From an optimization exercise on the open Yosys and OpenROAD flow, aimed at small area; shortcuts taken in it are not production practice. Where RTL was checked, it was by simulation tests only, not by an equivalence proof against the original. Function not checked in run 1: the RTL went through the layout flow alone. Power and IR drop assume default switching activity.

==> flow/design.v <==
package cpu_reg_pkg;
    localparam int unsigned OFF_CTRL     = 0;
    localparam int unsigned OFF_FRAMELEN = 1;
    localparam int unsigned OFF_BLANKLEN = 2;
    localparam int unsigned OFF_TOTALNUM = 3;
    localparam int unsigned OFF_CUTNUM   = 4;
    localparam int unsigned OFF_COMMIT   = 5;
    localparam int unsigned CTRL_EN      = 0;
    localparam int unsigned CTRL_START   = 1;
    localparam int unsigned CTRL_STOP    = 2;
    localparam int unsigned CTRL_CLRFIFO = 3;
    localparam int unsigned STATUS_ADDR  = 0;
    localparam logic [2:0]  RS_STATUS    = 3'd6;
    localparam logic [2:0]  RS_ZERO      = 3'd7;
endpackage
module cmd_pulse_gen (
    input  logic       fire,
    input  logic       pulse,
    input  logic [1:0] cnt,
    output logic       pulse_d,
    output logic [1:0] cnt_d,
    output logic       pulse_prev
);
    assign pulse_d    = fire | (pulse & ~(cnt[1] & ~cnt[0]));
    assign cnt_d[1]   = ~fire & (~pulse | cnt[0]);
    assign cnt_d[0]   = ~fire & ~(pulse & cnt[1]);
    assign pulse_prev = pulse | ~(cnt[1] | cnt[0]);
endmodule
module reg_load_bit (
    input  logic take,
    input  logic keep,
    input  logic d,
    input  logic q,
    output logic y
);
    assign y = (take & d) | (keep & q);
endmodule
module reg_load #(
    parameter int unsigned W = 8
) (
    input  logic         take,
    input  logic         keep,
    input  logic [W-1:0] d,
    input  logic [W-1:0] q,
    output logic [W-1:0] y
);
    for (genvar i = 0; i < W; i++) begin : g_bit
        reg_load_bit u_bit (.take(take), .keep(keep), .d(d[i]), .q(q[i]), .y(y[i]));
    end
endmodule
module rd_or #(
    parameter int unsigned N = 16
) (
    input  logic [N-1:0] s,
    input  logic [N-1:0] d,
    output logic         y
);
    assign y = |(s & d);
endmodule
import cpu_reg_pkg::*;
module cpu_reg_bank
#(
    parameter int unsigned NUM_CH    = 4,
    parameter int unsigned DATA_W    = 32,
    parameter int unsigned ADDR_W    = 9,
    parameter int unsigned CH_BASE   = 20,
    parameter int unsigned CH_STRIDE = 16,
    parameter int unsigned PULSE_LEN = 4
) (
    input  logic                   clk,
    input  logic                   pRST,
    input  logic                   cpu_wr_n,
    input  logic                   cpu_rd_n,
    input  logic [ADDR_W-1:0]      cpu_addr,
    input  logic [DATA_W/8-1:0]    cpu_be,
    input  logic [DATA_W-1:0]      cpu_wdata,
    output logic [DATA_W-1:0]      cpu_rdata,
    output logic                   cpu_rvalid,
    output logic [NUM_CH-1:0]      ch_enable,
    output logic [NUM_CH-1:0]      ch_start,
    output logic [NUM_CH-1:0]      ch_stop,
    output logic [NUM_CH-1:0]      ch_clrfifo,
    output logic [16*NUM_CH-1:0]   ch_framelen,
    output logic [16*NUM_CH-1:0]   ch_blanklen,
    output logic [32*NUM_CH-1:0]   ch_totalnum,
    output logic [32*NUM_CH-1:0]   ch_cutnum,
    output logic [NUM_CH-1:0]      ch_commit,
    output logic                   error
);
    logic wr_n_q, rd_n_q;
    logic wr_fire, rd_fire;
    assign wr_fire = wr_n_q & ~cpu_wr_n;
    assign rd_fire = rd_n_q & ~cpu_rd_n;
    logic       a_inwin, a_hit, a_status;
    logic [1:0] a_ch;
    logic [5:0] a_off1h;     
    always_comb begin
        a_inwin = 1'b1;
        case (cpu_addr[8:4])
            5'd1:    a_ch = 2'd0;
            5'd2:    a_ch = 2'd1;
            5'd3:    a_ch = 2'd2;
            5'd4:    a_ch = 2'd3;
            default: begin a_ch = 2'd0; a_inwin = 1'b0; end
        endcase
        for (int k = 0; k < 6; k++) a_off1h[k] = (cpu_addr[3:0] == 4'(4 + k));
    end
    assign a_hit    = a_inwin & (|a_off1h);
    assign a_status = (cpu_addr == 9'd0);
    logic       w_bad, w_clr_err;
    logic [3:0] w_ch;
    logic [3:0] we_ctrl, we_frame, we_blank, we_total, we_cut;
    logic [3:0] fire_start, fire_stop, fire_clr, commit_c;
    assign w_bad     = wr_fire & ~a_hit & ~a_status;
    assign w_clr_err = wr_fire & a_status & cpu_wdata[0];
    always_comb begin
        for (int c = 0; c < 4; c++) begin
            w_ch[c]       = wr_fire & a_inwin & (a_ch == 2'(c));
            we_ctrl[c]    = w_ch[c] & a_off1h[0];
            we_frame[c]   = w_ch[c] & a_off1h[1];
            we_blank[c]   = w_ch[c] & a_off1h[2];
            we_total[c]   = w_ch[c] & a_off1h[3];
            we_cut[c]     = w_ch[c] & a_off1h[4];
            commit_c[c]   = w_ch[c] & a_off1h[5] & cpu_wdata[0];
            fire_start[c] = we_ctrl[c] & cpu_wdata[CTRL_START] & ~cpu_wdata[CTRL_STOP];
            fire_stop[c]  = we_ctrl[c] & cpu_wdata[CTRL_STOP];
            fire_clr[c]   = we_ctrl[c] & cpu_wdata[CTRL_CLRFIFO];
        end
    end
    logic        rst_done;
    logic [3:0][15:0] sh_frame;
    logic [3:0][15:0] sh_blank;
    logic [3:0][31:0] sh_total;
    logic [3:0][31:0] sh_cut  ;
    logic [3:0][15:0] sh_frame_d;
    logic [3:0][15:0] sh_blank_d;
    logic [3:0][31:0] sh_total_d;
    logic [3:0][31:0] sh_cut_d  ;
    logic [3:0][1:0] tk_frame, tk_blank;
    logic [3:0][3:0] tk_total, tk_cut;
    always_comb begin
        for (int c = 0; c < 4; c++) begin
            for (int b = 0; b < 2; b++) begin
                tk_frame[c][b] = we_frame[c] & cpu_be[b];
                tk_blank[c][b] = we_blank[c] & cpu_be[b];
            end
            for (int b = 0; b < 4; b++) begin
                tk_total[c][b] = we_total[c] & cpu_be[b];
                tk_cut[c][b]   = we_cut[c] & cpu_be[b];
            end
        end
    end
    for (genvar c = 0; c < 4; c++) begin : g_sh
        for (genvar b = 0; b < 2; b++) begin : g_b16
            reg_load #(.W(8)) u_frame (.take(tk_frame[c][b]), .keep(~tk_frame[c][b] & rst_done),
                .d(cpu_wdata[8*b +: 8]), .q(sh_frame[c][8*b +: 8]), .y(sh_frame_d[c][8*b +: 8]));
            reg_load #(.W(8)) u_blank (.take(tk_blank[c][b]), .keep(~tk_blank[c][b] & rst_done),
                .d(cpu_wdata[8*b +: 8]), .q(sh_blank[c][8*b +: 8]), .y(sh_blank_d[c][8*b +: 8]));
        end
        for (genvar b = 0; b < 4; b++) begin : g_b32
            reg_load #(.W(8)) u_total (.take(tk_total[c][b]), .keep(~tk_total[c][b] & rst_done),
                .d(cpu_wdata[8*b +: 8]), .q(sh_total[c][8*b +: 8]), .y(sh_total_d[c][8*b +: 8]));
            reg_load #(.W(8)) u_cut (.take(tk_cut[c][b]), .keep(~tk_cut[c][b] & rst_done),
                .d(cpu_wdata[8*b +: 8]), .q(sh_cut[c][8*b +: 8]), .y(sh_cut_d[c][8*b +: 8]));
        end
    end
    always_ff @(posedge clk or posedge pRST) begin
        if (pRST) rst_done <= 1'b0;
        else      rst_done <= 1'b1;
    end
    always_ff @(posedge clk) begin
        sh_frame <= sh_frame_d;
        sh_blank <= sh_blank_d;
        sh_total <= sh_total_d;
        sh_cut   <= sh_cut_d;
    end
    logic [16*NUM_CH-1:0] act_frame_d, act_blank_d;
    logic [32*NUM_CH-1:0] act_total_d, act_cut_d;
    for (genvar c = 0; c < 4; c++) begin : g_act
        reg_load #(.W(16)) u_frame (.take(commit_c[c]), .keep(~commit_c[c]),
            .d(sh_frame[c]), .q(ch_framelen[16*c +: 16]), .y(act_frame_d[16*c +: 16]));
        reg_load #(.W(16)) u_blank (.take(commit_c[c]), .keep(~commit_c[c]),
            .d(sh_blank[c]), .q(ch_blanklen[16*c +: 16]), .y(act_blank_d[16*c +: 16]));
        reg_load #(.W(32)) u_total (.take(commit_c[c]), .keep(~commit_c[c]),
            .d(sh_total[c]), .q(ch_totalnum[32*c +: 32]), .y(act_total_d[32*c +: 32]));
        reg_load #(.W(32)) u_cut (.take(commit_c[c]), .keep(~commit_c[c]),
            .d(sh_cut[c]), .q(ch_cutnum[32*c +: 32]), .y(act_cut_d[32*c +: 32]));
    end
    always_ff @(posedge clk or posedge pRST) begin
        if (pRST) begin
            ch_framelen <= '0;
            ch_blanklen <= '0;
            ch_totalnum <= '0;
            ch_cutnum   <= '0;
        end else begin
            ch_framelen <= act_frame_d;
            ch_blanklen <= act_blank_d;
            ch_totalnum <= act_total_d;
            ch_cutnum   <= act_cut_d;
        end
    end
    logic       rd_pend;
    logic [8:0] bad_addr;
    logic [3:0] enable_d;
    for (genvar c = 0; c < 4; c++) begin : g_en
        reg_load #(.W(1)) u_en (.take(we_ctrl[c]), .keep(~we_ctrl[c]),
            .d(cpu_wdata[CTRL_EN]), .q(ch_enable[c]), .y(enable_d[c]));
    end
    always_ff @(posedge clk or posedge pRST) begin
        if (pRST) begin
            wr_n_q     <= 1'b0;
            rd_n_q     <= 1'b0;
            rd_pend    <= 1'b0;
            cpu_rvalid <= 1'b0;
            error      <= 1'b0;
            ch_enable  <= '0;
            ch_commit  <= '0;
        end else begin
            wr_n_q     <= cpu_wr_n;
            rd_n_q     <= cpu_rd_n;
            ch_commit  <= commit_c;
            rd_pend    <= rd_fire & wr_fire;
            cpu_rvalid <= (rd_fire & ~wr_fire) | rd_pend;
            if (w_bad)          error <= 1'b1;
            else if (w_clr_err) error <= 1'b0;
            ch_enable  <= enable_d;
        end
    end
    logic [8:0] bad_addr_d;
    reg_load #(.W(9)) u_bad (.take(w_bad), .keep(~w_bad & rst_done),
        .d(cpu_addr), .q(bad_addr), .y(bad_addr_d));
    always_ff @(posedge clk) bad_addr <= bad_addr_d;
    logic [3:0] p_start, p_stop, p_clr;
    logic [3:0][1:0] n_start, n_stop, n_clr;
    logic [3:0] p_start_d, p_stop_d, p_clr_d;
    logic [3:0][1:0] n_start_d, n_stop_d, n_clr_d;
    logic [3:0] start_prev, stop_prev, clr_prev;
    for (genvar g = 0; g < 4; g++) begin : g_pulse
        cmd_pulse_gen u_start (.fire(fire_start[g]), .pulse(p_start[g]), .cnt(n_start[g]),
            .pulse_d(p_start_d[g]), .cnt_d(n_start_d[g]), .pulse_prev(start_prev[g]));
        cmd_pulse_gen u_stop (.fire(fire_stop[g]), .pulse(p_stop[g]), .cnt(n_stop[g]),
            .pulse_d(p_stop_d[g]), .cnt_d(n_stop_d[g]), .pulse_prev(stop_prev[g]));
        cmd_pulse_gen u_clr (.fire(fire_clr[g]), .pulse(p_clr[g]), .cnt(n_clr[g]),
            .pulse_d(p_clr_d[g]), .cnt_d(n_clr_d[g]), .pulse_prev(clr_prev[g]));
    end
    always_ff @(posedge clk or posedge pRST) begin
        if (pRST) begin
            p_start <= '0;
            p_stop  <= '0;
            p_clr   <= '0;
        end else begin
            p_start <= p_start_d;
            p_stop  <= p_stop_d;
            p_clr   <= p_clr_d;
        end
    end
    always_ff @(posedge clk) begin
        n_start <= n_start_d;
        n_stop  <= n_stop_d;
        n_clr   <= n_clr_d;
    end
    assign ch_start   = p_start;
    assign ch_stop    = p_stop;
    assign ch_clrfifo = p_clr;
    logic [2:0] rs_code;     
    logic [1:0] rs_ch;
    logic [2:0] a_code;
    always_comb begin
        a_code = RS_ZERO;
        if (a_status) a_code = RS_STATUS;
        else if (a_inwin) begin
            for (int k = 0; k < 5; k++)
                if (a_off1h[k]) a_code = 3'(k);
        end
    end
    logic [4:0] rs_d;
    reg_load #(.W(5)) u_rs (.take(rd_fire), .keep(~rd_fire),
        .d({a_code, a_ch}), .q({rs_code, rs_ch}), .y(rs_d));
    always_ff @(posedge clk) {rs_code, rs_ch} <= rs_d;
    logic [20:0] rsel;
    always_comb begin
        for (int c = 0; c < 4; c++) begin
            for (int k = 0; k < 4; k++)
                rsel[4*c+k] = cpu_rvalid & (rs_ch == 2'(c)) & (rs_code == 3'(k + 1));
            rsel[16+c] = cpu_rvalid & (rs_ch == 2'(c)) & (rs_code == 3'd0);
        end
        rsel[20] = cpu_rvalid & (rs_code == RS_STATUS);
    end
    logic [15:0] src16 [32];
    always_comb begin
        for (int i = 0; i < 32; i++) begin
            for (int c = 0; c < 4; c++) begin
                src16[i][4*c+0] = (i < 16) ? sh_frame[c][i % 16] : 1'b0;
                src16[i][4*c+1] = (i < 16) ? sh_blank[c][i % 16] : 1'b0;
                src16[i][4*c+2] = sh_total[c][i];
                src16[i][4*c+3] = sh_cut[c][i];
            end
        end
    end
    logic [3:0] ctrl_rd [4];    
    logic [9:0] status_rd;
    always_comb begin
        for (int c = 0; c < 4; c++) begin
            ctrl_rd[0][c] = ch_enable[c];
            ctrl_rd[1][c] = start_prev[c];
            ctrl_rd[2][c] = stop_prev[c];
            ctrl_rd[3][c] = clr_prev[c];
        end
        status_rd = {bad_addr, error};
    end
    for (genvar i = 0; i < 32; i++) begin : g_rd
        if (i < 4) begin : g_ctrl
            rd_or #(.N(21)) u_or (.s(rsel), .d({status_rd[i], ctrl_rd[i], src16[i]}), .y(cpu_rdata[i]));
        end else if (i < 10) begin : g_status
            rd_or #(.N(17)) u_or (.s({rsel[20], rsel[15:0]}), .d({status_rd[i], src16[i]}), .y(cpu_rdata[i]));
        end else if (i < 16) begin : g_lo
            rd_or #(.N(16)) u_or (.s(rsel[15:0]), .d(src16[i]), .y(cpu_rdata[i]));
        end else begin : g_hi
            rd_or #(.N(8)) u_or (
                .s({rsel[15], rsel[14], rsel[11], rsel[10], rsel[7], rsel[6], rsel[3], rsel[2]}),
                .d({src16[i][15], src16[i][14], src16[i][11], src16[i][10],
                    src16[i][7], src16[i][6], src16[i][3], src16[i][2]}),
                .y(cpu_rdata[i]));
        end
    end
endmodule
==> flow/flow/run.sh <==
#!/bin/bash
# The standard layout, with two changes made through ORFS's own knobs:
#  - the port buffers that global placement inserts are buf_1 cells
#    (every input and output port still gets its own buffer);
#  - clock tree synthesis uses small clock buffers and no dummy loads.
set -euo pipefail
export BUFFER_PORTS_ARGS="-buffer_cell sky130_fd_sc_hd__buf_1"
export CTS_ARGS="-sink_clustering_enable -repair_clock_nets -dont_use_dummy_load -sink_clustering_size 14 -sink_clustering_max_diameter 50 -buf_list {sky130_fd_sc_hd__clkbuf_8}"
bash standard.sh > standard.log 2>&1
==> flow/standard.sh <==
#!/bin/bash
# synth_recipe.tcl (not shown) runs the flow's synth.tcl, then flattens the netlist and writes it again
# the make line also repeats each setting of config.mk as NAME=value (left out here)
make -C /OpenROAD-flow-scripts/flow DESIGN_CONFIG=/design/flow/config.mk WORK_HOME=/design/flow/orfs CLKGATE_MAP_FILE= SYNTH_SCRIPT=/design/flow/synth_recipe.tcl "${@:-finish}"
==> flow/config.mk <==
export PLATFORM = sky130hd
export DESIGN_NAME = cpu_reg_bank
export DESIGN_NICKNAME = cpu_reg_bank
export VERILOG_FILES = /design/flow/design.v
export SDC_FILE = /design/flow/constraint.sdc
export NUM_CORES = 4
export LEC_CHECK = 0
export CAP_MARGIN = 20
export CORE_MARGIN = 2
export CORE_UTILIZATION = 65
export SLEW_MARGIN = 20
export SYNTH_HIERARCHICAL = 1
export SYNTH_MINIMUM_KEEP_SIZE = 0
==> flow/constraint.sdc <==
create_clock -name core_clock -period 5.0 [get_ports {clk}]
set_input_delay 1.0000 -clock core_clock [delete_from_list [all_inputs] [get_ports {clk}]]
set_output_delay 1.0000 -clock core_clock [all_outputs]
set_load 0.01 [all_outputs]
==> qor.yml, run 1 <==
hold_slack_ns: 0.416
synth-simple-area-share_pct: 4.38
drt-total-wl_um: 100000
min-delay-path-class: "in2async"
clk-insertion-delay-late_ns: 0.68
max-slew-margin-rel_pct: 13.1
synth-seq-cells: 832
power.density_nw_per_um2: 310
cts_max_level: 3
drt_iter0_drc: 2744
drtPass1Iterations: 5
setup_ws_ns: 0.455
rows: 78
synth_nets: 2231
timing.fmax_ghz: 0.220
path_clk_slew_ns: 0.09
drv_cap: 0
cts_buffer_depth: 3
min_period_ns: 4.54
p_switching_mw: 2.41
worstSetupPathType: "reg2out"
leakagePower_nw: 14.3
grt_setup_unrepaired: "false"
peakVddDrop_mv: 0.262
synth-compound-area-share_pct: 31.8
n_fill_cell: 3152
post-route-util_pct: 74.4
grt_pass1_wl_um: 148000
crit-reg2reg-capture: "sh_total[8]"
cts_made_buffers: 70
r2r_cells: 5
setup_viol: 0
synthesis.instances: 2182
synth_top_family_by_area: "compound AO/OA/AOI/OAI gates"
io_pins: 487
wl_per_cell_um: 29.8
grt_max_degree: 136
crit_path_max_fanout: 9
finalMaxSlewViolations: 0
antenna_found_initial: 2
tightest_slew_ns: 1.30
clock_skew_ns: 0.0488
vias: 24200
pwr-share-seq_pct: 64.4
grt.total_usage_pct: 41.7
coreArea_um2: 45200
cp-endpoint: "cpu_rdata[8]"
muxShareOfSynthArea_pct: 0
yosys_warnings: 11
place_ws_ns: 0.976
critPathLaunch: "cpu_rvalid"
antenna_cells: 0
syn-cell-area_um2: 29600
die_area_um2: 47300
hold_viol: 0
cp_data_arrival_time_ns: 3.54
die_h_um: 217
pwr-share-comb_pct: 3.3
cts_tree: "built"
via_per_inst: 7.19
run_status: "no timing/DRC/antenna violations"
async_flop_share_pct: 49.3
root_buffer: "clkbuf_8"
grt.overflow.total: 0
finalSetupTns_ns: 0
portBuffers: 486
cts-hold-fix-buffers: 0
finalCritPeriodShare_pct: 90.9
area_growth_pct: 13.5
clock_sinks: 832
synthFlopType: "dfxtp_1"
synthAdderAreaFrac_pct: 0
p_int_mw: 8.00
postSynthAreaPerCell_um2: 13.6
crit_path_end_kind: "output port"
start_kind: "register"
postCtsSetupBuffers: 0
synth_enable_flop_cells: 0
grt_pass1_vias: 22900
worst-endpoint-required_ns: 4.00
yosys.area_share.xor_xnor_pct: 0.0296
hpwl_um: 69000
r2r_start: "wr_n_q"
nNetsFinal: 2818
p_total_mw: 10.4
cts-resized-gates: 0
clkPwrFrac_pct: 32.3
p_sw_share_pct: 23.1
rrSetupSlack_ns: 2.29
place.gp.congestion: 0.973
synth.distinct_cells: 45
initial_core_util_pct: 65.5
drive_above_1_share_pct: 6.69
drt.antenna.violating_nets: 0
die_x_um: 217
seq_area_frac_synth_pct: 63.2
drc: 0
-- worst min path at each step --
stage / from / endpoint / slack [ns]
2_1_floorplan: rd_pend / cpu_rvalid / 0.40
3_3_place_gp: rd_pend / cpu_rvalid / 0.41
3_5_place_dp: rd_pend / cpu_rvalid / 0.43
4_1_cts: pRST / ch_commit[0] / 0.39
5_1_grt: pRST / ch_commit[1] / 0.43
6_report: pRST / ch_commit[1] / 0.42
-- final cells by class --
| class | instances | area, µm² | area share, % |
|---|---|---|---|
| Sequential cell | 832 | 18700 | 55.7 |
| Inverter | 22 | 86.3 | 0.257 |
| Timing Repair Buffer | 533 | 2280 | 6.80 |
| Multi-Input combinational cell | 1310 | 10800 | 32.2 |
| Clock buffer | 70 | 963 | 2.87 |
| Tap cell | 600 | 751 | 2.23 |
-- layer usage --
layer / wire, µm / part of all wire [%] / up-vias / track usage, %
li1: - / - / 10100 / -
met1: 38800 / 39 / 12100 / 58.6
met2: 44800 / 45 / 1750 / 62.1
met3: 11700 / 12 / 280 / 8.93
met4: 5040 / 5.0 / 4 / 20.4
met5: 25 / 0.025 / - / 0
-- cell families after synthesis --
logic type	after synthesis
AO/OA/AOI/OAI	1093
flip-flops	832
AND/OR/NAND/NOR	215
buffers and inverters	40
XOR/XNOR	1
other	1
-- placed cells by master, fill, tap and decap left out, types with 6 or more instances in the layout --
master / synthesis / layout
buf_4: 1 / 39
a221oi_1: 7 / 7
a22oi_1: 124 / 124
and3_1: 6 / 6
a21boi_0: 32 / 19
a222oi_1: 10 / 10
buf_1: 0 / 486
nand3_1: 18 / 18
nand2b_1: 17 / 17
o21bai_1: 13 / 13
and2_1: 40 / 40
clkbuf_8: 0 / 70
a22o_1: 816 / 816
nand4_1: 26 / 26
dfxtp_1: 422 / 422
nand2_1: 12 / 12
nor2_1: 48 / 34
a21oi_1: 27 / 27
o21a_1: 17 / 17
dfrtp_1: 410 / 410
nor2_4: 0 / 9
or3_1: 9 / 9
a21o_1: 14 / 14
inv_1: 22 / 21
buf_12: 0 / 7
a21boi_1: 0 / 13
nor4_2: 12 / 12
a221oi_2: 30 / 30
-- cell usage after synthesis (14+ instances only) --
library cell | instances | area share [%]
a22o_1 | 816 | 24
a21boi_0 | 32 | 0.81
a21o_1 | 14 | 0.35
a21oi_1 | 27 | 0.46
a221oi_2 | 30 | 1.5
nand2b_1 | 17 | 0.36
nand3_1 | 18 | 0.30
o21a_1 | 17 | 0.43
a22oi_1 | 124 | 3.1
dfxtp_1 | 422 | 29
nand4_1 | 26 | 0.55
inv_1 | 22 | 0.28
dfrtp_1 | 410 | 35
and2_1 | 40 | 0.85
nor2_1 | 48 | 0.61
-- Yosys stat by module, one instance, submodules excluded, a selection --
module	cells	area, µm²	copies in the design	flip-flops and latches
cmd_pulse_gen	6	35.0	12	0
cpu_reg_bank	1068	20200	1	832
reg_load_bit	1	8.76	786	0
-- power groups by stage --
stage	clock (mW)	sequential (mW)	combinational, mW
2_1_floorplan	0	6.84	0.155
3_3_place_gp	0	6.85	0.325
3_5_place_dp	0	6.85	0.333
4_1_cts	3.37	6.70	0.333
5_1_grt	3.62	6.71	0.363
6_report	3.36	6.70	0.343
-- registers in the layout, summed over array words and instances (netlist names), 9 cells and up --
register and cells:
ch_totalnum 128, sh_blank 64, ch_framelen 64, sh_cut 128, ch_cutnum 128, sh_total 128
sh_frame 64, bad_addr 9, ch_blanklen 64
-- through the flow --
stage               area [µm²]  cells
floorplan                29600   2182
global placement         32600   3294
detailed placement       32600   3295
CTS                      33600   3365
global route             33600   3367
finish                   33600   3367
-- worst max-delay path: stages (launching register included) --
cell,delay [ns]
dfrtp_1,0.42
or3b_2,0.56
nor2_1,0.92
buf_4,0.37
a22oi_1,0.11
and3_1,0.20
nand3_1,0.14
buf_1,0.17
==> run 2: changes to the inputs <==
--- a/flow/design.v
+++ b/flow/design.v
@@ -49,4 +49,11 @@
     end
 endmodule
+module rd_aoi3 (
+    input  logic [2:0] s,
+    input  logic [2:0] d,
+    output logic       y_n
+);
+    assign y_n = ~|(s & d);
+endmodule
 module rd_or #(
     parameter int unsigned N = 16
@@ -56,5 +63,14 @@
     output logic         y
 );
-    assign y = |(s & d);
+    localparam int unsigned T3 = N / 3;
+    localparam int unsigned T  = T3 + N % 3;
+    logic [T-1:0] t_n;
+    for (genvar t = 0; t < T3; t++) begin : g_t3
+        rd_aoi3 u_t (.s(s[3*t +: 3]), .d(d[3*t +: 3]), .y_n(t_n[t]));
+    end
+    for (genvar t = T3; t < T; t++) begin : g_t1
+        assign t_n[t] = ~(s[3*T3 + t - T3] & d[3*T3 + t - T3]);
+    end
+    assign y = ~&t_n;
 endmodule
 import cpu_reg_pkg::*;
--- a/flow/config.mk
+++ b/flow/config.mk
@@ -8,5 +8,5 @@
 export CAP_MARGIN = 20
 export CORE_MARGIN = 2
-export CORE_UTILIZATION = 65
+export CORE_UTILIZATION = 75
 export SLEW_MARGIN = 20
 export SYNTH_HIERARCHICAL = 1
==> qor.yml, run 2 <==
run_status: "no timing/DRC/antenna violations"
drc: 0
drt.antenna.violating_nets: 0
cts_tree: "built"
synthesis.instances: 2131
async_flop_share_pct: 49.3
power.density_nw_per_um2: 314
max-slew-margin-rel_pct: 13.2
coreArea_um2: 38500
cts_max_level: 3
die_h_um: 201
drv_cap: 0
min_period_ns: 4.63
synthTopCellsByArea: "dfrtp_1, dfxtp_1, a22o_1, a222oi_1, and2_1"
postCtsSetupBuffers: 0
cts_buffer_depth: 3
worst-endpoint-required_ns: 4.00
path_clk_slew_ns: 0.09
area_growth_pct: 13.4
synth.distinct_cells: 40
grt.total_usage_pct: 47.6
holdPathEnd: "cpu_rvalid"
via_per_inst: 7.66
worstSetupPathType: "reg2out"
synth_top_area_share_pct: 35.3
yosys_warnings: 11
grt.overflow.total: 0
layout_commonest_cell: "a22o_1"
grt_pass1_wl_um: 147000
cts-resized-gates: 0
syn-cell-area_um2: 29100
synth_enable_flop_cells: 0
crit_path_max_fanout: 17
r2r_start: "wr_n_q"
timing.critical_path.cells: "or3b_2 > nor2_2 > buf_4 > a222oi_1 > and3_1 > nand4_1 > buf_1"
clock_sinks: 832
max_stage_delay_ns: 0.86
hold_viol: 0
nNetsFinal: 2768
mostFrequentLayoutCells: "a22o_1, buf_1, dfxtp_1"
tightest_slew_ns: 1.29
grt_pass1_vias: 23600
die_x_um: 201
finalMaxSlewViolations: 0
start_kind: "register"
post-route-util_pct: 85.7
cts_made_buffers: 70
setup_viol: 0
rows: 72
cp_data_arrival_time_ns: 3.63
holdCritStartpoint: "rd_pend"
wl_per_cell_um: 30.2
grt_setup_unrepaired: "false"
synth.most_common_cell: "a22o_1"
fin_cells: 3238
drtPass1Iterations: 12
timing.fmax_ghz: 0.216
crit-reg2reg-capture: "sh_cut[79]"
synth_nets: 2180
synthFlopType: "dfxtp_1"
finalCritPeriodShare_pct: 92.6
clk-insertion-delay-late_ns: 0.65
peakVddDrop_mv: 0.250
synth-seq-cells: 832
cp_slowest_cell: "nor2_2"
hpwl_um: 65400
synth_top_area_cell: "dfrtp_1"
synth_commonest_cells: "a22o_1, dfxtp_1, dfrtp_1"
seq_area_frac_synth_pct: 64.4
postSynthAreaPerCell_um2: 13.6
min_delay_path_depth: 1
cts-hold-fix-buffers: 0
initial_core_util_pct: 75.6
antenna_found_initial: 1
die_area_um2: 40300
drt-total-wl_um: 97800
r2r_cells: 5
portBuffers: 486
leakagePower_nw: 14.1
crit_path_end_kind: "output port"
min-delay-path-class: "reg2reg"
clock_skew_ns: 0.0492
grt_max_degree: 98
drive_above_1_share_pct: 5.15
vias: 24800
root_buffer: "clkbuf_8"
io_pins: 487
place.gp.congestion: 0.969
place_inst: 3161
rrSetupSlack_ns: 1.97
drt_iter0_drc: 4033
-- run 2: cell types whose count changed after synthesis, moves of 16 or more --
| cell | previous run | this run |
|---|---|---|
| a222oi_1 | 10 | 120 |
| a22oi_1 | 124 | 16 |
| a221oi_2 | 30 | 0 |
| a22o_1 | 816 | 792 |
| nor2_1 | 48 | 64 |
| nor2b_1 | 3 | 19 |
| o21a_1 | 17 | 1 |
-- run 2: report_power, final --
| part | leakage [nW] | internal [mW] | switching (mW) |
|---|---|---|---|
| Clock | 0.503 | 1.26 | 2.07 |
| Sequential | 9.12 | 6.69 | 0.0151 |
| Combinational | 4.51 | 0.0624 | 0.272 |
-- run 2: cell families (layout without fill, tap and decap cells) --
family,after synthesis,in the layout,share of synthesized area [%]
AOI/OAI and AO/OA,1018,1018,30.5
DFF,832,832,64.4
and+or+nand+nor,247,247,4.64
buffers and inverters,32,618,0.413
other,1,4,0.0129
xor gates and xnor gates,1,1,0.0301
-- run 2: area by class of cell --
class | count | area, µm²
flip-flops and latches | 832 | 18700
multi-input cells | 1267 | 10300
fillers | 2024 | 5500
repair buffers | 529 | 2260
clock buffers | 70 | 963
well taps | 518 | 648
inverters | 19 | 75.1
diodes | 3 | 7.51
-- run 2: per-layer routing --
metal  vias to the layer above  GRT usage (%)  routed length [µm]
li1                       9950              -                   -
met1                     12000           63.1               33300
met2                      2334           71.4               43400
met3                       472           13.5               14400
met4                         2           26.3                6660
met5                         -          0.952                  54
-- run 2: critical path: cells and delay by family (launching register included) --
family          cells  cell delay, ns
simple gates        4            1.78
compound gates      1            0.20
buf+inv             2            0.59
flops               1            0.43
-- run 2: worst max path at each step --
| stage | slack (ns) | startpoint | end | cells past startpoint |
|---|---|---|---|---|
| floorplan | -1.53 | pRST | ch_blanklen[0] | 1 |
| global placement | 1.31 | rs_code[2] | cpu_rdata[12] | 7 |
| detailed placement | 1.21 | rs_code[2] | cpu_rdata[14] | 7 |
| CTS | 0.53 | rs_code[2] | cpu_rdata[14] | 7 |
| global route | 0.40 | rs_code[2] | cpu_rdata[14] | 7 |
| finish | 0.37 | rs_code[2] | cpu_rdata[14] | 7 |
-- run 2: through the flow --
stage	instance area (µm²)	power [mW]	worst slack [ns]	hold WS, ns	TNS [ns]
final	33000	10.4	0.369	0.454	0
after global routing	33000	10.6	0.397	0.451	0
after CTS	32900	10.3	0.529	0.445	0
after detailed placement	31900	7.16	1.21	0.424	0
after global placement	31900	7.15	1.31	0.413	0
after floorplan	29100	7.00	-1.53	0.404	-625.51
-- run 2: per-module statistics from Yosys, one instance, submodules excluded, excerpt --
module         cell area [µm²]  times used  cells  flip-flops and latches
reg_load_bit              8.76         786      1                       0
cmd_pulse_gen             35.0          12      6                       0
rd_aoi3                   10.0         120      1                       0
cpu_reg_bank             20100           1   1071                     832
==> run 3: changes to the inputs <==
--- a/flow/config.mk
+++ b/flow/config.mk
@@ -8,5 +8,5 @@
 export CAP_MARGIN = 20
 export CORE_MARGIN = 2
-export CORE_UTILIZATION = 75
+export CORE_UTILIZATION = 65
 export SLEW_MARGIN = 20
 export SYNTH_HIERARCHICAL = 1
==> qor.yml, run 3 <==
start_kind: "register"
syn-cell-area_um2: 29100
n_fill_cell: 3015
antenna_found_initial: 9
synthTopCellsByArea: "dfrtp_1, dfxtp_1, a22o_1, a222oi_1, and2_1"
synth_top_area_share_pct: 35.3
vias: 23900
cp_slowest_cell: "nor2_2"
layout_commonest_cell: "a22o_1"
coreArea_um2: 44200
die_h_um: 215
postSynthAreaPerCell_um2: 13.6
finalSetupTns_ns: 0
grt.total_usage_pct: 40.4
synthFlopType: "dfxtp_1"
crit-reg2reg-capture: "sh_total[67]"
place_inst: 3238
cts_max_level: 3
via_per_inst: 7.21
synth_top_area_cell: "dfrtp_1"
min_period_ns: 4.50
grt_setup_unrepaired: "false"
hold_viol: 0
clk-insertion-delay-late_ns: 0.66
synth.most_common_cell: "a22o_1"
hold_slack_ns: 0.433
rrSetupSlack_ns: 2.06
power.density_nw_per_um2: 313
hpwl_um: 66700
drc: 0
grt_pass1_wl_um: 143000
seq_area_frac_synth_pct: 64.4
crit_path_end_kind: "output port"
grt_max_degree: 127
place.gp.congestion: 0.956
leakagePower_nw: 14.1
finalMaxSlewViolations: 0
grt_pass1_vias: 22600
max_stage_delay_ns: 0.89
cts-resized-gates: 0
cts_tree: "built"
cts_made_buffers: 70
area_growth_pct: 13.6
timing.fmax_ghz: 0.222
synth-seq-cells: 832
worst-endpoint-required_ns: 4.00
finalCritPeriodShare_pct: 90.0
drt.antenna.violating_nets: 0
initial_core_util_pct: 65.7
nNetsFinal: 2768
clock_sinks: 832
peakVddDrop_mv: 0.293
r2r_cells: 5
cp_data_arrival_time_ns: 3.50
fin_cells: 3314
synthesis.instances: 2131
setup_viol: 0
grt.overflow.total: 0
mostFrequentLayoutCells: "a22o_1, buf_1, dfxtp_1"
root_buffer: "clkbuf_8"
rows: 77
drive_above_1_share_pct: 5.15
timing.critical_path.cells: "or3b_2 > nor2_2 > buf_4 > a222oi_1 > nand3_1 > buf_1"
drt-total-wl_um: 95700
portBuffers: 486
r2r_start: "wr_n_q"
clock_skew_ns: 0.0333
io_pins: 487
min-delay-path-class: "in2async"
drv_cap: 0
max-slew-margin-rel_pct: 17.4
drt_iter0_drc: 3396
synth_commonest_cells: "a22o_1, dfxtp_1, dfrtp_1"
wl_per_cell_um: 28.9
synth_nets: 2180
run_status: "no timing/DRC/antenna violations"
worstSetupPathType: "reg2out"
postCtsSetupBuffers: 0
synth_enable_flop_cells: 0
async_flop_share_pct: 49.3
cts-hold-fix-buffers: 0
tightest_slew_ns: 1.24
die_x_um: 215
cts_buffer_depth: 3
die_area_um2: 46400
crit_path_max_fanout: 17
path_clk_slew_ns: 0.09
synth.distinct_cells: 40
drtPass1Iterations: 9
yosys_warnings: 11
==> run 3: cell families after synthesis <==
group	count (synthesis)	synth area share [%]
other cells	1	0.0129
buf+inv	32	0.413
xor+xnor	1	0.0301
compound gates	1018	30.5
simple gates	247	4.64
flops	832	64.4
==> run 3: critical path: cells and delay by family (launching register included) <==
family	cells	cell delay, ns
buffers and inverters	2	0.58
AOI/OAI and AO/OA	1	0.20
DFF	1	0.43
and+or+nand+nor	3	1.63
==> run 3: routing by layer <==
metal / track usage, % / wire [µm] / vias up
met1: 56.0 / 36700 / 11900
met5: 0 / 29 / -
met2: 61.6 / 43400 / 1799
li1: - / - / 9947
met4: 17.3 / 4310 / 6
met3: 9.68 / 11200 / 283
==> run 3: area by class of cell <==
type	instances	area, µm²	area share [%]
inverters	19	75.1	0.227
clock buffers	70	963	2.92
flip-flops and latches	832	18700	56.7
repair buffers	529	2210	6.69
diodes	5	12.5	0.0379
multi-input cells	1267	10300	31.2
well taps	592	741	2.24
==> run 3: modules after synthesis (local to each module, per instance), excerpt <==
module	flops+latches	cell area, µm²	cells	copies in the design
rd_aoi3	0	10.0	1	120
cmd_pulse_gen	0	35.0	6	12
cpu_reg_bank	832	20100	1071	1
reg_load_bit	0	8.76	1	786
==> run 3: how the worst max path moves through the flow <==
| stage | from | to | cells past startpoint |
|---|---|---|---|
| floorplan | pRST | ch_blanklen[0] | 1 |
| global placement | cpu_rvalid | cpu_rdata[26] | 6 |
| detailed placement | cpu_rvalid | cpu_rdata[26] | 6 |
| CTS | cpu_rvalid | cpu_rdata[26] | 6 |
| global route | cpu_rvalid | cpu_rdata[31] | 6 |
| finish | cpu_rvalid | cpu_rdata[26] | 6 |
==> run 3: through the flow <==
step                      instance area [µm²]  worst slack, ns  util (%)  total power [mW]
after global routing                    33000            0.507      74.6              10.6
final                                   33000            0.502      74.7              10.3
after detailed placement                32000             1.30      72.4              7.16
after CTS                               33000            0.606      74.6              10.4
after global placement                  32000             1.39      72.4              7.15
after floorplan                         29100            -1.53         -              7.00
==> run 3: report_power, final <==
part / internal [mW] / switching (mW)
Sequential: 6.69 / 0.0165
Clock: 1.26 / 2.06
Combinational: 0.0569 / 0.267
==> run 4: changes to the inputs <==
--- a/flow/flow/run.sh
+++ b/flow/flow/run.sh
@@ -6,4 +6,4 @@
 set -euo pipefail
 export BUFFER_PORTS_ARGS="-buffer_cell sky130_fd_sc_hd__buf_1"
-export CTS_ARGS="-sink_clustering_enable -repair_clock_nets -dont_use_dummy_load -sink_clustering_size 14 -sink_clustering_max_diameter 50 -buf_list {sky130_fd_sc_hd__clkbuf_8}"
+export CTS_ARGS="-sink_clustering_enable -repair_clock_nets -dont_use_dummy_load -sink_clustering_size 16 -sink_clustering_max_diameter 45 -buf_list {sky130_fd_sc_hd__clkbuf_8}"
 bash standard.sh > standard.log 2>&1
==> qor.yml, run 4 <==
postCtsSetupBuffers: 0
mostFrequentLayoutCells: "a22o_1, buf_1, dfxtp_1"
yosys_warnings: 11
drtPass1Iterations: 10
antenna_found_initial: 9
tightest_slew_ns: 1.25
path_clk_slew_ns: 0.10
seq_area_frac_synth_pct: 64.4
drv_cap: 0
clkPwrFrac_pct: 32.5
cts-hold-fix-buffers: 0
cts_made_buffers: 73
timing.fmax_ghz: 0.222
die_x_um: 215
nNetsFinal: 2771
drt-total-wl_um: 95900
cts_max_level: 3
die_h_um: 215
n_fill_cell: 2987
max-slew-margin-rel_pct: 15.9
clk-insertion-delay-late_ns: 0.65
syn-cell-area_um2: 29100
clock_sinks: 832
cts_buffer_depth: 3
layout_commonest_cell: "a22o_1"
min-delay-path-class: "in2async"
pwr-share-seq_pct: 64.4
grt_pass1_wl_um: 143000
grt.overflow.total: 0
drt.antenna.violating_nets: 0
portBuffers: 486
p_switching_mw: 2.36
hold_viol: 0
synthTopCellsByArea: "dfrtp_1, dfxtp_1, a22o_1, a222oi_1, and2_1"
hpwl_um: 66700
hold_slack_ns: 0.425
synth_top_family_by_area: "compound AO/OA/AOI/OAI gates"
synth.distinct_cells: 40
p_sw_share_pct: 22.6
coreArea_um2: 44200
drive_above_1_share_pct: 5.22
synth_commonest_cells: "a22o_1, dfxtp_1, dfrtp_1"
synth.most_common_cell: "a22o_1"
yosys.area_share.xor_xnor_pct: 0.0301
crit_path_max_fanout: 17
area_growth_pct: 13.7
grt_pass1_vias: 22600
synth-simple-area-share_pct: 4.64
synth_nets: 2180
cts-resized-gates: 0
start_kind: "register"
synth_enable_flop_cells: 0
crit_path_end_kind: "output port"
async_flop_share_pct: 49.3
min_period_ns: 4.51
post-route-util_pct: 74.8
fin_cells: 3317
leakagePower_nw: 14.1
place.gp.congestion: 0.956
grt.total_usage_pct: 40.5
synth_top_area_share_pct: 35.3
worst-endpoint-required_ns: 4.00
root_buffer: "clkbuf_8"
finalMaxSlewViolations: 0
drt_iter0_drc: 3671
p_int_mw: 8.05
wl_per_cell_um: 28.9
pwr-share-comb_pct: 3.1
drc: 0
via_per_inst: 7.20
grt_setup_unrepaired: "false"
clock_skew_ns: 0.0532
run_status: "no timing/DRC/antenna violations"
p_total_mw: 10.4
initial_core_util_pct: 65.7
synth-seq-cells: 832
setup_viol: 0
cts_tree: "built"
cp_data_arrival_time_ns: 3.51
rows: 77
grt_max_degree: 127
worstSetupPathType: "reg2out"
synthesis.instances: 2131
place_inst: 3238
synthAdderAreaFrac_pct: 0
finalCritPeriodShare_pct: 90.2
io_pins: 487
muxShareOfSynthArea_pct: 0
synthFlopType: "dfxtp_1"
peakVddDrop_mv: 0.240
vias: 23900
postSynthAreaPerCell_um2: 13.6
synth-compound-area-share_pct: 30.5
die_area_um2: 46400
power.density_nw_per_um2: 315
synth_top_area_cell: "dfrtp_1"
## run 4: changes by cell type in the layout (fill, tap and decap cells not counted), sizes merged
cell and change:
buf +1, clkbuf +2
## run 4: critical path, cell delays in order, from the launching register on
cell,delay [ns]
dfrtp_1,0.43
or3b_2,0.54
nor2_2,0.90
buf_4,0.41
a222oi_1,0.19
nand3_1,0.19
buf_1,0.17
## run 4: final cells by class
cell class	instances	area (µm²)	share of cell area (%)
Antenna cell	5	12.5	0.0379
Sequential cell	832	18700	56.6
Inverter	19	75.1	0.227
Timing Repair Buffer	529	2210	6.68
Tap cell	592	741	2.24
Clock buffer	73	1000	3.04
Multi-Input combinational cell	1267	10300	31.2
## run 4: metal layers
metal	global-route usage [%]	share of wire, %	vias to the layer above
li1	-	-	9973
met1	56.6	38	11900
met2	61.6	45	1715
met3	8.77	12	286
met4	17.6	4.6	6
met5	0	0.038	-
## run 4: path summary, 6_finish.rpt
check	start	endpoint	slack, ns	cells past startpoint
max	cpu_rvalid	cpu_rdata[26]	0.49	6
min	pRST	ch_totalnum[33]	0.42	2
max reg2reg	wr_n_q	sh_cut[16]	1.92	5
min reg2reg	rd_pend	cpu_rvalid	0.44	1
max in group asynchronous	pRST	ch_blanklen[30]	3.45	3
min in group core_clock	rd_pend	cpu_rvalid	0.44	1
## run 4: cell families after synthesis
logic type,after synthesis
buf+inv,32
other cells,1
xor+xnor,1
flops,832
compound gates,1018
simple gates,247
## run 4: through the flow
step | worst slack (ns) | setup TNS (ns) | area, µm²
2_1_floorplan | -1.53 | -625.51 | 29100
3_3_place_gp | 1.39 | 0 | 32000
3_5_place_dp | 1.30 | 0 | 32000
4_1_cts | 0.584 | 0 | 33000
5_1_grt | 0.494 | 0 | 33000
6_report | 0.490 | 0 | 33100
## run 4: Yosys stat by module, one instance, submodules excluded, a selection
module / flip-flops and latches / cells / area [µm²]
rd_aoi3: 0 / 1 / 10.0
reg_load_bit: 0 / 1 / 8.76
cpu_reg_bank: 832 / 1071 / 20100
cmd_pulse_gen: 0 / 6 / 35.0
## run 4: power groups by stage
| stage | Sequential, mW | Clock (mW) | Combinational (mW) |
|---|---|---|---|
| after floorplan | 6.84 | 0 | 0.150 |
| after global placement | 6.84 | 0 | 0.305 |
| after detailed placement | 6.85 | 0 | 0.314 |
| after CTS | 6.70 | 3.40 | 0.315 |
| after global routing | 6.71 | 3.64 | 0.346 |
| final | 6.70 | 3.38 | 0.324 |
==> run 5: changes to the inputs <==
==> flow/run.sh (new file) <==
#!/bin/bash
# synth_recipe.tcl (not shown) runs the flow's synth.tcl, then flattens the netlist and writes it again
# the make line also repeats each setting of config.mk as NAME=value (left out here)
make -C /OpenROAD-flow-scripts/flow DESIGN_CONFIG=/design/flow/config.mk WORK_HOME=/design/flow/orfs CLKGATE_MAP_FILE= SYNTH_SCRIPT=/design/flow/synth_recipe.tcl finish
--- a/flow/config.mk
+++ b/flow/config.mk
@@ -9,4 +9,7 @@
 export CORE_MARGIN = 2
 export CORE_UTILIZATION = 65
+export CTS_BUF_LIST = sky130_fd_sc_hd__clkbuf_8
+export CTS_CLUSTER_DIAMETER = 50
+export CTS_CLUSTER_SIZE = 14
 export SLEW_MARGIN = 20
 export SYNTH_HIERARCHICAL = 1
removed: flow/flow/run.sh
removed: flow/standard.sh
==> qor.yml, run 5 <==
run_status: "no timing/DRC/antenna violations"
antenna_found_initial: 5
async_flop_share_pct: 49.3
synth_top_area_cell: "dfrtp_1"
timing.critical_path.cells: "or3b_2 > nor2_2 > buf_4 > a222oi_1 > nand3_1 > clkdlybuf4s50_1"
r2r_start: "wr_n_q"
clkPwrFrac_pct: 34.1
synth_top_family_by_area: "compound AO/OA/AOI/OAI gates"
yosys_warnings: 11
place.gp.congestion: 0.954
synthFlopType: "dfxtp_1"
clk-insertion-delay-late_ns: 0.66
cts-hold-fix-buffers: 0
place_inst: 3239
grt.overflow.total: 0
cts_tree: "built"
finalCritPeriodShare_pct: 95.5
synthTopCellsByArea: "dfrtp_1, dfxtp_1, a22o_1, a222oi_1, and2_1"
peakVddDrop_mv: 0.278
timing.fmax_ghz: 0.209
synth.most_common_cell: "a22o_1"
postSynthAreaPerCell_um2: 13.6
area_growth_pct: 25.3
synth_nets: 2180
crit_family: "simple AND/OR/NAND/NOR gates"
synth_top_area_share_pct: 35.3
grt_pass1_wl_um: 147000
fin_cells: 3365
coreArea_um2: 44200
cts-resized-gates: 0
post-route-util_pct: 82.3
grt.total_usage_pct: 41.5
synth.distinct_cells: 40
start_kind: "register"
leakagePower_nw: 15.5
via_per_inst: 7.24
ff_latch_area_um2: 18700
drc: 0
seq_area_frac_synth_pct: 64.4
holdCritStartpoint: "rd_pend"
die_area_um2: 46400
hpwl_um: 67700
clock_sinks: 832
r2r_cells: 5
synth-simple-area-share_pct: 4.64
cp_data_arrival_time_ns: 3.77
max_stage_delay_ns: 0.75
holdPathEnd: "cpu_rvalid"
layout_commonest_cell: "a22o_1"
crit_buf_inv: 2
tightest_slew_ns: 1.17
grt_pass1_vias: 23400
cts_max_level: 3
min_period_ns: 4.77
crit_path_end_kind: "output port"
cts_made_buffers: 70
max-slew-margin-rel_pct: 21.1
vias: 24400
drv_cap: 0
min_delay_path_depth: 1
multi_input_area_um2: 10300
muxShareOfSynthArea_pct: 0
postCtsSetupBuffers: 0
p_total_mw: 10.7
synthesis.instances: 2131
p_int_mw: 8.21
grt_setup_unrepaired: "false"
drt_iter0_drc: 3780
hold_viol: 0
yosys.area_share.xor_xnor_pct: 0.0301
setup_viol: 0
worst-endpoint-required_ns: 4.00
die_x_um: 215
power.density_nw_per_um2: 294
drt-total-wl_um: 98700
rrSetupSlack_ns: 2.00
io_pins: 487
synth-seq-cells: 832
die_h_um: 215
nNetsFinal: 2769
synthAdderAreaFrac_pct: 0
finalSetupTns_ns: 0
root_buffer: "clkbuf_8"
initial_core_util_pct: 65.7
p_sw_share_pct: 23.3
finalMaxSlewViolations: 0
synth_enable_flop_cells: 0
path_clk_slew_ns: 0.09
min-delay-path-class: "reg2reg"
rows: 77
clock_skew_ns: 0.0339
cp_slowest_cell: "nor2_2"
synth_commonest_cells: "a22o_1, dfxtp_1, dfrtp_1"
cts_buffer_depth: 3
worstSetupPathType: "reg2out"
drt.antenna.violating_nets: 0
grt_max_degree: 118
pwr-share-comb_pct: 3.3
mostFrequentLayoutCells: "a22o_1, clkdlybuf4s50_1, dfxtp_1"
syn-cell-area_um2: 29100
crit_path_max_fanout: 17
p_switching_mw: 2.50
pwr-share-seq_pct: 62.6
wl_per_cell_um: 29.3
n_fill_cell: 2544
synth-compound-area-share_pct: 30.5
drtPass1Iterations: 9
crit-reg2reg-capture: "sh_total[6]"
drive_above_1_share_pct: 5.19
portBuffers: 486
-- run 5: worst max-delay path by stage --
| stage | from | to | depth (start not counted) |
|---|---|---|---|
| final | cpu_rvalid | cpu_rdata[26] | 6 |
| after global routing | cpu_rvalid | cpu_rdata[26] | 6 |
| after CTS | cpu_rvalid | cpu_rdata[26] | 6 |
| after detailed placement | cpu_rvalid | cpu_rdata[26] | 6 |
| after global placement | cpu_addr[6] | sh_total[22] | 6 |
| after floorplan | pRST | ch_blanklen[0] | 1 |
-- run 5: per-layer routing --
layer / GRT usage, % / up-vias / share of wire [%]
met4: 20.2 / 6 / 5.3
met2: 63.0 / 1920 / 45
li1: - / 10000 / -
met3: 11.6 / 326 / 13
met1: 55.5 / 12100 / 37
met5: 0 / - / 0.044
-- run 5: layout make-up --
class	count	share of cell area [%]
well taps	592	2.03
diodes	1	0.00687
flip-flops and latches	832	51.4
clock buffers	71	2.68
repair buffers	530	14.7
multi-input cells	1267	28.3
clock inverters	53	0.722
inverters	19	0.206
-- run 5: cells by family after synthesis --
group,count (synthesis)
other cells,1
flops,832
compound gates,1018
xor+xnor,1
buf+inv,32
simple gates,247
-- run 5: per-module statistics from Yosys, one instance, submodules excluded, a selection --
module | cells | flip-flops and latches | cell area, µm² | copies in the design
cmd_pulse_gen | 6 | 0 | 35.0 | 12
reg_load_bit | 1 | 0 | 8.76 | 786
cpu_reg_bank | 1071 | 832 | 20100 | 1
rd_aoi3 | 1 | 0 | 10.0 | 120
-- run 5: power groups by stage --
stage | Sequential, mW | Clock (mW) | Combinational, mW
4_1_cts | 6.70 | 3.64 | 0.347
2_1_floorplan | 6.84 | 0 | 0.150
3_3_place_gp | 6.85 | 0 | 0.335
3_5_place_dp | 6.85 | 0 | 0.346
6_report | 6.70 | 3.65 | 0.358
5_1_grt | 6.71 | 3.91 | 0.376
-- run 5: per-stage QoR --
step,instance area [µm²],worst slack (ns),hold WS [ns]
after floorplan,29100,-1.53,0.404
after global placement,35100,0.944,0.418
after detailed placement,35100,0.869,0.438
after CTS,36400,0.154,0.435
after global routing,36400,0.202,0.442
final,36400,0.225,0.431
==> run 6: changes to the inputs <==
--- a/flow/design.v
+++ b/flow/design.v
@@ -36,4 +36,21 @@
     assign y = (take & d) | (keep & q);
 endmodule
+module byte_ctl (
+    input  logic sel_n,
+    input  logic be_n,
+    input  logic clr,
+    output logic take,
+    output logic keep
+);
+    nor_pair u_take (.a(sel_n), .b(be_n), .y(take));
+    nor_pair u_keep (.a(take),  .b(clr),  .y(keep));
+endmodule
+module nor_pair (
+    input  logic a,
+    input  logic b,
+    output logic y
+);
+    assign y = ~(a | b);
+endmodule
 module reg_load #(
     parameter int unsigned W = 8
@@ -153,29 +170,29 @@
     logic [3:0][31:0] sh_total_d;
     logic [3:0][31:0] sh_cut_d  ;
-    logic [3:0][1:0] tk_frame, tk_blank;
-    logic [3:0][3:0] tk_total, tk_cut;
-    always_comb begin
-        for (int c = 0; c < 4; c++) begin
-            for (int b = 0; b < 2; b++) begin
-                tk_frame[c][b] = we_frame[c] & cpu_be[b];
-                tk_blank[c][b] = we_blank[c] & cpu_be[b];
-            end
-            for (int b = 0; b < 4; b++) begin
-                tk_total[c][b] = we_total[c] & cpu_be[b];
-                tk_cut[c][b]   = we_cut[c] & cpu_be[b];
-            end
-        end
-    end
+    logic [3:0][1:0] tk_frame, tk_blank, kp_frame, kp_blank;
+    logic [3:0][3:0] tk_total, tk_cut, kp_total, kp_cut;
+    logic [3:0]      be_n;
+    logic            clr_n;
+    assign be_n  = ~cpu_be;
+    assign clr_n = ~rst_done;
     for (genvar c = 0; c < 4; c++) begin : g_sh
         for (genvar b = 0; b < 2; b++) begin : g_b16
-            reg_load #(.W(8)) u_frame (.take(tk_frame[c][b]), .keep(~tk_frame[c][b] & rst_done),
+            byte_ctl u_cf (.sel_n(~we_frame[c]), .be_n(be_n[b]), .clr(clr_n),
+                           .take(tk_frame[c][b]), .keep(kp_frame[c][b]));
+            byte_ctl u_cb (.sel_n(~we_blank[c]), .be_n(be_n[b]), .clr(clr_n),
+                           .take(tk_blank[c][b]), .keep(kp_blank[c][b]));
+            reg_load #(.W(8)) u_frame (.take(tk_frame[c][b]), .keep(kp_frame[c][b]),
                 .d(cpu_wdata[8*b +: 8]), .q(sh_frame[c][8*b +: 8]), .y(sh_frame_d[c][8*b +: 8]));
-            reg_load #(.W(8)) u_blank (.take(tk_blank[c][b]), .keep(~tk_blank[c][b] & rst_done),
+            reg_load #(.W(8)) u_blank (.take(tk_blank[c][b]), .keep(kp_blank[c][b]),
                 .d(cpu_wdata[8*b +: 8]), .q(sh_blank[c][8*b +: 8]), .y(sh_blank_d[c][8*b +: 8]));
         end
         for (genvar b = 0; b < 4; b++) begin : g_b32
-            reg_load #(.W(8)) u_total (.take(tk_total[c][b]), .keep(~tk_total[c][b] & rst_done),
+            byte_ctl u_ct (.sel_n(~we_total[c]), .be_n(be_n[b]), .clr(clr_n),
+                           .take(tk_total[c][b]), .keep(kp_total[c][b]));
+            byte_ctl u_cc (.sel_n(~we_cut[c]), .be_n(be_n[b]), .clr(clr_n),
+                           .take(tk_cut[c][b]), .keep(kp_cut[c][b]));
+            reg_load #(.W(8)) u_total (.take(tk_total[c][b]), .keep(kp_total[c][b]),
                 .d(cpu_wdata[8*b +: 8]), .q(sh_total[c][8*b +: 8]), .y(sh_total_d[c][8*b +: 8]));
-            reg_load #(.W(8)) u_cut (.take(tk_cut[c][b]), .keep(~tk_cut[c][b] & rst_done),
+            reg_load #(.W(8)) u_cut (.take(tk_cut[c][b]), .keep(kp_cut[c][b]),
                 .d(cpu_wdata[8*b +: 8]), .q(sh_cut[c][8*b +: 8]), .y(sh_cut_d[c][8*b +: 8]));
         end
==> flow/flow/run.sh (new file) <==
#!/bin/bash
# The standard layout, with two changes made through ORFS's own knobs:
#  - the port buffers that global placement inserts are buf_1 cells
#    (every input and output port still gets its own buffer);
#  - clock tree synthesis uses small clock buffers and no dummy loads.
set -euo pipefail
export BUFFER_PORTS_ARGS="-buffer_cell sky130_fd_sc_hd__buf_1"
export CTS_ARGS="-sink_clustering_enable -repair_clock_nets -dont_use_dummy_load -sink_clustering_size 14 -sink_clustering_max_diameter 50 -buf_list {sky130_fd_sc_hd__clkbuf_8}"
bash standard.sh > standard.log 2>&1
==> flow/standard.sh (new file) <==
#!/bin/bash
# synth_recipe.tcl (not shown) runs the flow's synth.tcl, then flattens the netlist and writes it again
# the make line also repeats each setting of config.mk as NAME=value (left out here)
make -C /OpenROAD-flow-scripts/flow DESIGN_CONFIG=/design/flow/config.mk WORK_HOME=/design/flow/orfs CLKGATE_MAP_FILE= SYNTH_SCRIPT=/design/flow/synth_recipe.tcl "${@:-finish}"
--- a/flow/config.mk
+++ b/flow/config.mk
@@ -9,7 +9,4 @@
 export CORE_MARGIN = 2
 export CORE_UTILIZATION = 65
-export CTS_BUF_LIST = sky130_fd_sc_hd__clkbuf_8
-export CTS_CLUSTER_DIAMETER = 50
-export CTS_CLUSTER_SIZE = 14
 export SLEW_MARGIN = 20
 export SYNTH_HIERARCHICAL = 1
removed: flow/run.sh
==> qor.yml, run 6 <==
synthesis.instances: 2121
crit_path_max_fanout: 18
crit_family: "simple AND/OR/NAND/NOR gates"
grt_pass1_vias: 22500
grt_setup_unrepaired: "false"
clk-insertion-delay-late_ns: 0.68
finalMaxSlewViolations: 0
place_area_um2: 31800
cts-hold-fix-buffers: 0
r2r_start: "wr_n_q"
wl_per_cell_um: 28.8
drv_cap: 0
cp_data_arrival_time_ns: 3.66
max-slew-margin-rel_pct: 15.5
via_per_inst: 7.20
hpwl_um: 64800
cts_tree: "built"
grt_pass1_wl_um: 141000
drtPass1Iterations: 11
die_x_um: 215
synthTopCellsByArea: "dfrtp_1, dfxtp_1, a22o_1, a222oi_1, nor2_1"
clock_skew_ns: 0.0668
setup_viol: 0
mostFrequentLayoutCells: "a22o_1, buf_1, dfxtp_1"
grt.total_usage_pct: 40.0
drt_iter0_drc: 3757
max_stage_delay_ns: 1.00
synth_commonest_cells: "a22o_1, dfxtp_1, dfrtp_1"
cts_buffer_depth: 3
die_area_um2: 46100
drc: 0
antenna_found_initial: 3
yosys_warnings: 11
drt.antenna.violating_nets: 0
seq_area_frac_synth_pct: 64.8
cts_max_level: 3
tightest_slew_ns: 1.27
run_status: "no timing/DRC/antenna violations"
nNetsFinal: 2761
syn-cell-area_um2: 28900
min-delay-path-class: "in2async"
timing.fmax_ghz: 0.215
drive_above_1_share_pct: 5.17
die_h_um: 215
synth_top_area_share_pct: 35.5
cp_slowest_cell: "nor2_2"
synth.most_common_cell: "a22o_1"
postSynthAreaPerCell_um2: 13.6
area_growth_pct: 13.7
min_period_ns: 4.66
p_total_mw: 10.3
async_flop_share_pct: 49.3
coreArea_um2: 44000
place_inst: 3230
rrSetupSlack_ns: 1.76
ff_latch_area_um2: 18700
cts-resized-gates: 0
postCtsSetupBuffers: 0
final_cell_area_um2: 32800
peakVddDrop_mv: 0.244
crit_path_end_kind: "output port"
hold_viol: 0
place.gp.congestion: 0.937
hold_slack_ns: 0.294
fin_cells: 3303
n_fill_cell: 3101
path_clk_slew_ns: 0.09
synthFlopType: "dfxtp_1"
grt.overflow.total: 0
root_buffer: "clkbuf_8"
synth_nets: 2170
cts_made_buffers: 70
clock_sinks: 832
layout_commonest_cell: "a22o_1"
worst-endpoint-required_ns: 4.00
grt_max_degree: 147
synth.distinct_cells: 45
timing.critical_path.cells: "or3b_2 > nor2_2 > buf_4 > a222oi_1 > nand3_1 > or3_1 > buf_1"
leakagePower_nw: 14.1
finalCritPeriodShare_pct: 93.2
drt-total-wl_um: 95100
io_pins: 487
initial_core_util_pct: 65.6
path_depth: 7
rows: 77
synth_top_area_cell: "dfrtp_1"
crit_buf_inv: 2
multi_input_area_um2: 10100
worstSetupPathType: "reg2out"
post-route-util_pct: 74.6
crit-reg2reg-capture: "sh_cut[63]"
power.density_nw_per_um2: 315
r2r_cells: 6
synth_enable_flop_cells: 0
portBuffers: 486
synth-seq-cells: 832
start_kind: "register"
vias: 23800
## run 6: changes by cell type after synthesis, moves of 4 or more
cell      previous run  this run
nand2_1             21        37
nor2_1              64       120
nor2b_1             19         1
a21boi_0            32         0
and2_1              40         8
and3_1               8        15
clkbuf_1            13         1
or2_2                5         1
buf_2                0         4
## run 6: per-layer routing
metal  share of wire, %  vias to the layer above  GRT usage (%)
met5              0.025                        -              0
met2                 45                     1731           59.4
met1                 39                    11900           56.2
li1                   -                     9904              -
met4                4.8                        4           18.0
met3                 12                      290           9.92
## run 6: through the flow
stage          worst slack, ns  setup TNS (ns)
6_report                 0.341               0
5_1_grt                  0.307               0
3_5_place_dp             0.821               0
3_3_place_gp             0.904               0
2_1_floorplan            -1.53         -625.51
4_1_cts                  0.482               0
## run 6: area by class of cell
class / instances / area share (%)
flip-flops and latches: 832 / 57.0
repair buffers: 525 / 6.64
inverters: 21 / 0.252
well taps: 592 / 2.26
multi-input cells: 1262 / 30.9
clock buffers: 70 / 2.94
diodes: 1 / 0.00762
## run 6: worst register-to-register path: cells and delay by family, from the launching register on
family	cells	cell delay, ns
flops	1	0.38
compound gates	1	0.27
simple gates	5	2.54
## run 6: how the worst max path moves through the flow
stage                            from        endpoint  slack (ns)
after floorplan                  pRST  ch_blanklen[0]       -1.53
after global routing       rs_code[2]   cpu_rdata[13]        0.31
after detailed placement  cpu_addr[3]      sh_cut[30]        0.82
after global placement    cpu_addr[6]     sh_cut[123]        0.90
after CTS                  rs_code[2]   cpu_rdata[13]        0.48
final                      rs_code[2]    cpu_rdata[9]        0.34
## run 6: power by group
group	switching, mW	internal (mW)	total (mW)	leakage [nW]
logic	0.270	0.0514	0.321	4.52
registers	0.0159	6.68	6.70	9.12
clock network	2.06	1.26	3.32	0.503
## run 6: cells by family after synthesis
kind of cell           after synthesis  synth area share, %
buffers and inverters               27                0.394
AND/OR/NAND/NOR                    274                 4.84
flip-flops                         832                 64.8
AO/OA/AOI/OAI                      986                 29.9
XOR/XNOR                             1               0.0303
other                                1               0.0130
## run 6: modules after synthesis (local to each module, per instance), excerpt
module         area, µm²  copies in the design  flops+latches
cpu_reg_bank       19500                     1            832
reg_load_bit        8.76                   786              0
rd_aoi3             10.0                   120              0
cmd_pulse_gen       35.0                    12              0
nor_pair            3.75                    96              0

-- static timing again, ports no longer ideal --
How much do the figures lean on ideal ports? The routed layouts below were timed once more, with nothing changed but the port constraints.
Step 1 assumes that a clkbuf_16 drives the clock port and a buf_2 every other input.
Step 2 times the ports against the registers' clock, not the clock port: input delays grow and output delays shrink by t, the midpoint of the rising clock arrivals with the driver on.
a / b / c = ideal ports / drivers / drivers and shift; a / b = the first two.
| run | t, ns | slack for setup (ns) | hold WS [ns] | worst setup path at the end | worst register clock-pin slew, ns |
|---|---|---|---|---|---|
| run 1 | 0.720 | 0.455 / 0.397 / 0.912 | 0.416 / 0.377 / 0.443 | input to register | 0.10 / 0.10 |
| run 2 | 0.684 | 0.369 / 0.315 / 1.000 | 0.454 / 0.454 / 0.454 | register to output | 0.09 / 0.09 |
| run 3 | 0.699 | 0.502 / 0.445 / 1.131 | 0.433 / 0.396 / 0.445 | input to register | 0.10 / 0.10 |
| run 4 | 0.690 | 0.490 / 0.433 / 1.075 | 0.425 / 0.389 / 0.436 | input to register | 0.10 / 0.10 |
| run 5 | 0.708 | 0.225 / 0.165 / 0.711 | 0.431 / 0.431 / 0.431 | input to register | 0.10 / 0.10 |
| run 6 | 0.703 | 0.341 / 0.281 / 0.528 | 0.294 / 0.255 / 0.441 | input to register | 0.09 / 0.09 |
After both steps every run listed still meets setup and hold.
